Context: an optimization exercise on an open-source flow, tuned for small area, a short achievable clock period and few clock cycles. The choices shown serve that exercise and are no tape-out recipe. The RTL was checked by simulation tests, not by an equivalence proof against the original design. Power figures rest on the tool's default switching activity, not on a simulated workload.

// unsigned_division_magic_number_core
module unsigned_division_magic_number_core
(
  input  wire logic               clk_i,
  input  wire logic               rst_ni,
  input  wire logic               in_valid_i,
  output      logic               in_ready_o,
  input  wire logic [WORD_W-1:0]  in_divisor_i,
  output      logic               out_valid_o,
  input  wire logic               out_ready_i,
  output      logic [WORD_W-1:0]  out_magic_o,
  output      logic               out_add_needed_o,
  output      logic [SHIFT_W-1:0] out_shift_o,
  output      logic               out_is_power_of_two_o,
  output      logic               out_invalid_o
);
For scale: roughly 14000 sq um of cells after synthesis.
Settings: LEC_CHECK=0, ABC_AREA=1, CAP_MARGIN=20, CORE_MARGIN=2, CORE_UTILIZATION=40, PLACE_DENSITY=0.6, SETUP_SLACK_MARGIN=4.3, SLEW_MARGIN=20; clock period 8.0 ns.
standard.sh (not shown) runs the stock make flow with config.mk's settings and CLKGATE_MAP_FILE= SYNTH_SCRIPT=/design/flow/synth_recipe.tcl, a recipe that flattens the netlist after the stock synthesis.
==> flow/flow/run.sh <==
#!/bin/bash
# Standard layout, with a plain buffer (buf_2) on every input and output port
# instead of the default port buffer cell, and a clock tree of clkbuf_8 leaves
# without dummy loads.
export BUFFER_PORTS_ARGS="-buffer_cell sky130_fd_sc_hd__buf_2"
export CTS_ARGS="-sink_clustering_enable -repair_clock_nets -dont_use_dummy_load -sink_clustering_size 16 -sink_clustering_max_diameter 50 -buf_list sky130_fd_sc_hd__clkbuf_8"
bash standard.sh > standard.log 2>&1
The first run completed without violations.
Testbench counts at the start, summed over its fixed seeds: cycles 37,331.
Rerun with:
- SETUP_SLACK_MARGIN: 4.3 -> 4.5
=> Synthesized cell count stays the same. Setup slack improved by 0.051 ns. Combinational power rises by about 9%. Cell area rose by about 5%. Critical path depth goes down by 1. Utilization goes up by 2.4 points. Die area stays the same. Synthesized area does not change. Clock skew climbs by 0.027 ns.
Rerun with:
- SETUP_SLACK_MARGIN: 4.5 -> 4.3
- TNS_END_PERCENT: default -> 10
=> Count of clock-buffer cells in the layout shrinks by 3; via count shrinks by 3.6%; setup slack got worse by 0.20 ns; clock power went down by about 5%; final cell count decreases by about 2.4%; routed wire length falls by about 5.4%; synthesized area is unchanged; flip-flop and latch count stays the same; combinational power goes down by about 10%; final area goes down by 6.3%; synthesized cell count is unchanged.

========
The RTL this note starts from:
==> flow/design.v <==
`timescale 1ns / 1ps
`default_nettype none
package udm_pkg;
  localparam int unsigned WORD_W  = 32;
  localparam int unsigned SHIFT_W = 6;
endpackage
`default_nettype wire
`timescale 1ns / 1ps
`default_nettype none
import udm_pkg::*;
module unsigned_division_magic_number_core
(
  input  wire logic               clk_i,
  input  wire logic               rst_ni,
  input  wire logic               in_valid_i,
  output      logic               in_ready_o,
  input  wire logic [WORD_W-1:0]  in_divisor_i,
  output      logic               out_valid_o,
  input  wire logic               out_ready_i,
  output      logic [WORD_W-1:0]  out_magic_o,
  output      logic               out_add_needed_o,
  output      logic [SHIFT_W-1:0] out_shift_o,
  output      logic               out_is_power_of_two_o,
  output      logic               out_invalid_o
);
  logic st_idle_q, st_init_q, st_runa_q, st_runb_q, st_done_q, st_donef_q;
  logic [31:0] d_q;       
  logic [31:0] u_q;       
  logic [33:0] q2_q;      
  logic [5:0]  t_q;       
  logic [5:0]  tp_q;      
  logic [6:0]  k_q;       
  logic [31:0] nc_q;      
  logic [31:0] r1_q;      
  logic [30:0] q1_q;      
  logic        pow2_q;
  logic        inv_q;
  logic        start_in, start;
  logic [31:0] src;
  logic [31:0] sm;         
  logic [31:0] u_init;     
  logic [31:0] r_init;     
  logic [4:0]  msb;
  assign start_in = in_valid_i & (st_idle_q | (st_done_q & out_ready_i));
  assign start    = start_in | st_init_q;
  assign src      = st_init_q ? d_q : in_divisor_i;
  always_comb begin
    sm = src;
    for (int s = 1; s < 32; s = s * 2) begin
      for (int i = 0; i < 32; i++) begin
        if (i + s < 32) sm[i] = sm[i] | sm[i+s];
      end
    end
  end
  assign u_init = src & {1'b0, sm[31:1]};
  assign r_init = src & ~{1'b0, sm[31:1]};
  always_comb begin
    msb = '0;
    for (int i = 1; i < 32; i++) if (src[i]) msb = 5'(i);
  end
  logic [31:0] t_any, t_sev;
  logic        s_small, s_pow2, s_spec;
  always_comb begin
    t_any = d_q;
    t_sev = '0;
    for (int w = 16; w >= 1; w = w / 2) begin
      for (int i = 0; i < w; i++) begin
        t_sev[i] = t_sev[2*i] | t_sev[2*i+1] | (t_any[2*i] & t_any[2*i+1]);
        t_any[i] = t_any[2*i] | t_any[2*i+1];
      end
    end
  end
  assign s_small = (d_q[31:1] == '0);
  assign s_pow2  = ~t_sev[0];
  assign s_spec  = s_small | s_pow2;
  logic spec;
  assign spec = (d_q == 32'h8000_0001);
  logic [33:0] du;         
  logic        b;          
  logic [31:0] u_step;
  logic [33:0] d1;         
  logic        b1;
  logic [31:0] r1_step;
  logic        lt_hi, eq_hi, lt, eq, cont;
  logic        last_a;
  logic        shift_q2, shift_t;
  assign du     = {1'b0, u_q, 1'b0} - {2'b00, d_q};
  assign b      = du[33];
  assign u_step = b ? {u_q[30:0], 1'b0} : du[31:0];
  assign d1      = {1'b0, r1_q, 1'b0} - {2'b00, nc_q};
  assign b1      = ~d1[33];
  assign r1_step = b1 ? d1[31:0] : {r1_q[30:0], 1'b0};
  assign lt_hi = (q1_q < u_q[31:1]);
  assign eq_hi = (q1_q == u_q[31:1]);
  assign lt    = lt_hi | (eq_hi & ~b1 & u_q[0]);
  assign eq    = eq_hi & (b1 == u_q[0]);
  assign cont  = (k_q < 7'd63) & (lt | (eq & spec));
  assign last_a = st_runa_q & (k_q == 7'd31);
  assign shift_q2 = st_runa_q | st_runb_q;
  assign shift_t  = (st_runa_q & ~s_spec) | st_runb_q;
  always_ff @(posedge clk_i or negedge rst_ni) begin
    if (!rst_ni) begin
      st_idle_q  <= 1'b1;
      st_init_q  <= 1'b0;
      st_runa_q  <= 1'b0;
      st_runb_q  <= 1'b0;
      st_done_q  <= 1'b0;
      st_donef_q <= 1'b0;
    end else begin
      st_idle_q  <= (st_idle_q & ~in_valid_i) | (st_done_q & out_ready_i & ~in_valid_i);
      st_init_q  <= st_donef_q & out_ready_i;
      st_runa_q  <= start | (st_runa_q & (k_q != 7'd31) & ~s_spec);
      st_runb_q  <= (last_a & ~s_spec) | (st_runb_q & cont);
      st_done_q  <= (st_runa_q & s_spec) | (st_runb_q & ~cont) | (st_done_q & ~out_ready_i & ~in_valid_i);
      st_donef_q <= (st_done_q & ~out_ready_i & in_valid_i) | (st_donef_q & ~out_ready_i);
    end
  end
  always_ff @(posedge clk_i) begin
    if (st_idle_q || st_done_q) d_q <= in_divisor_i;
    if (start) u_q <= u_init;
    else       u_q <= u_step;
    if (start)         q2_q <= '0;
    else if (shift_q2) q2_q <= {q2_q[32:0], b};
    if (start) begin
      t_q  <= 6'd1;
      tp_q <= 6'd0;
    end else if (shift_t) begin
      t_q  <= b ? t_q + 6'd1 : 6'd1;
      tp_q <= t_q;
    end
    if (start) begin
      k_q <= {2'b00, msb};
    end else if ((st_runa_q && k_q != 7'd31 && !s_spec) || st_runb_q) begin
      k_q <= k_q + 7'd1;
    end
    if (start)       nc_q <= src;
    else if (last_a) nc_q <= ~r1_step;
    if (start)       r1_q <= r_init;
    else if (last_a) r1_q <= {~spec, 31'd0};
    else             r1_q <= r1_step;
    if (last_a) q1_q <= {30'd0, spec};
    else        q1_q <= {q1_q[29:0], b1};
    if (st_runa_q) begin
      inv_q  <= s_small;
      pow2_q <= ~s_small & s_pow2;
    end
  end
  assign in_ready_o            = st_idle_q | st_done_q;
  assign out_valid_o           = st_done_q | st_donef_q;
  logic [31:0] flip;
  always_comb begin
    for (int i = 0; i < 32; i++) flip[i] = (tp_q > 6'(i));
  end
  assign out_magic_o           = q2_q[32:1] ^ flip;
  assign out_add_needed_o      = q2_q[33] | (tp_q > 6'd32);
  assign out_shift_o           = {k_q[6], k_q[4:0]};
  assign out_is_power_of_two_o = pow2_q;
  assign out_invalid_o         = inv_q;
endmodule
`default_nettype wire
Settings: LEC_CHECK=0, ABC_AREA=1, CAP_MARGIN=20, CORE_MARGIN=2, CORE_UTILIZATION=55, PLACE_DENSITY=0.7, SETUP_SLACK_MARGIN=4.6, SLEW_MARGIN=20; clock period 8.0 ns.
==> flow/flow/run.sh <==
#!/bin/bash
# Standard layout, with a plain buffer (buf_2) on every input and output port
# instead of the default port buffer cell, and a clock tree of clkbuf_8 leaves
# without dummy loads.
export BUFFER_PORTS_ARGS="-buffer_cell sky130_fd_sc_hd__buf_2"
export CTS_ARGS="-sink_clustering_enable -repair_clock_nets -dont_use_dummy_load -sink_clustering_size 20 -sink_clustering_max_diameter 60 -buf_list sky130_fd_sc_hd__clkbuf_8"
bash standard.sh > standard.log 2>&1
The baseline finished with timing, DRC and antenna clean.
Testbench counts at the start, summed over its fixed seeds: cycles 37,331.
Rerun with:
==> flow/flow/run.sh (replaced) <==
#!/bin/bash
# Standard layout, with a plain buffer (buf_2) on every input and output port
# instead of the default port buffer cell.
export BUFFER_PORTS_ARGS="-buffer_cell sky130_fd_sc_hd__buf_2"
bash standard.sh > standard.log 2>&1
--- a/flow/config.mk
+++ b/flow/config.mk
@@ -11,3 +11,3 @@
-export CORE_UTILIZATION = 55
-export PLACE_DENSITY = 0.7
-export SETUP_SLACK_MARGIN = 4.6
+export CORE_UTILIZATION = 40
+export PLACE_DENSITY = 0.6
+export SETUP_SLACK_MARGIN = 4.3
Setup slack is worse by 0.19 ns.
Routed wire length shrinks by 1.1%.
Synthesized cell count is unchanged.
Sequential share of layout area grows by 0.26 points.
Cell count grows by 4.1%.
Register-to-register slack is worse by 0.17 ns.
Combinational power shrinks by 7.8%.
Worst hold slack is better by 0.036 ns.
First-iteration DRC count shrinks by 27%.
Rerun with:
--- a/flow/config.mk
+++ b/flow/config.mk
@@ -11,2 +11,2 @@
-export CORE_UTILIZATION = 40
-export PLACE_DENSITY = 0.6
+export CORE_UTILIZATION = 55
+export PLACE_DENSITY = 0.7
Outcome: Clock skew is lower by 0.017 ns; first-iteration DRC count rose by 39%; worst setup slack is better by 0.097 ns.
Rerun with:
--- a/flow/flow/run.sh
+++ b/flow/flow/run.sh
@@ -3 +3,2 @@
-# instead of the default port buffer cell.
+# instead of the default port buffer cell, and a clock tree of clkbuf_8 leaves
+# without dummy loads.
@@ -4,0 +6 @@
+export CTS_ARGS="-sink_clustering_enable -repair_clock_nets -dont_use_dummy_load -sink_clustering_size 20 -sink_clustering_max_diameter 60 -buf_list sky130_fd_sc_hd__clkbuf_8"
--- a/flow/config.mk
+++ b/flow/config.mk
@@ -11,2 +11,2 @@
-export CORE_UTILIZATION = 55
-export PLACE_DENSITY = 0.7
+export CORE_UTILIZATION = 40
+export PLACE_DENSITY = 0.6
Result: Setup slack gains 0.0036 ns. Worst hold slack loses 0.054 ns. Sequential power hardly moves. Area after synthesis stays the same. Fmax barely changes. Clock skew came out higher by 0.053 ns. Global-route usage came out lower by 7.7 points. Cell count came out higher by 4.1%.

what the ideal ports hide:
Ports are ideal in the flow. The routed layouts listed here were re-timed in OpenROAD. Step 1, drivers: a clkbuf_16 drives clk_i and a buf_2 each remaining input, both assumed. Step 2 also shifts input and output timing later by t, the mid clock arrival at the registers, as if the neighbouring blocks saw the same clock. a / b / c = no drivers / after step 1 / after step 2; a / b = the first two.
run | t, ns | setup slack, ns | slew at the worst register clock pin (ns)
the first run of note 1 | 0.586 | 4.402 / 4.357 / 3.933 | 0.10 / 0.10
the second run of note 1 | 0.609 | 4.452 / 4.405 / 3.969 | 0.10 / 0.10
the third run of note 1 | 0.588 | 4.254 / 4.209 / 3.774 | 0.10 / 0.10
the first run of note 2 | 0.593 | 4.524 / 4.477 / 4.079 | 0.12 / 0.12
the second run of note 2 | 0.579 | 4.329 / 4.277 / 3.959 | 0.06 / 0.06
the third run of note 2 | 0.581 | 4.426 / 4.379 / 4.035 | 0.06 / 0.06
the fourth run of note 2 | 0.605 | 4.430 / 4.381 / 3.961 | 0.10 / 0.10
After both steps setup and hold are still met in every run listed. The setup slack of the second run of note 1, which loses most, moves by -0.047 ns with the drivers and by -0.483 ns with both steps.
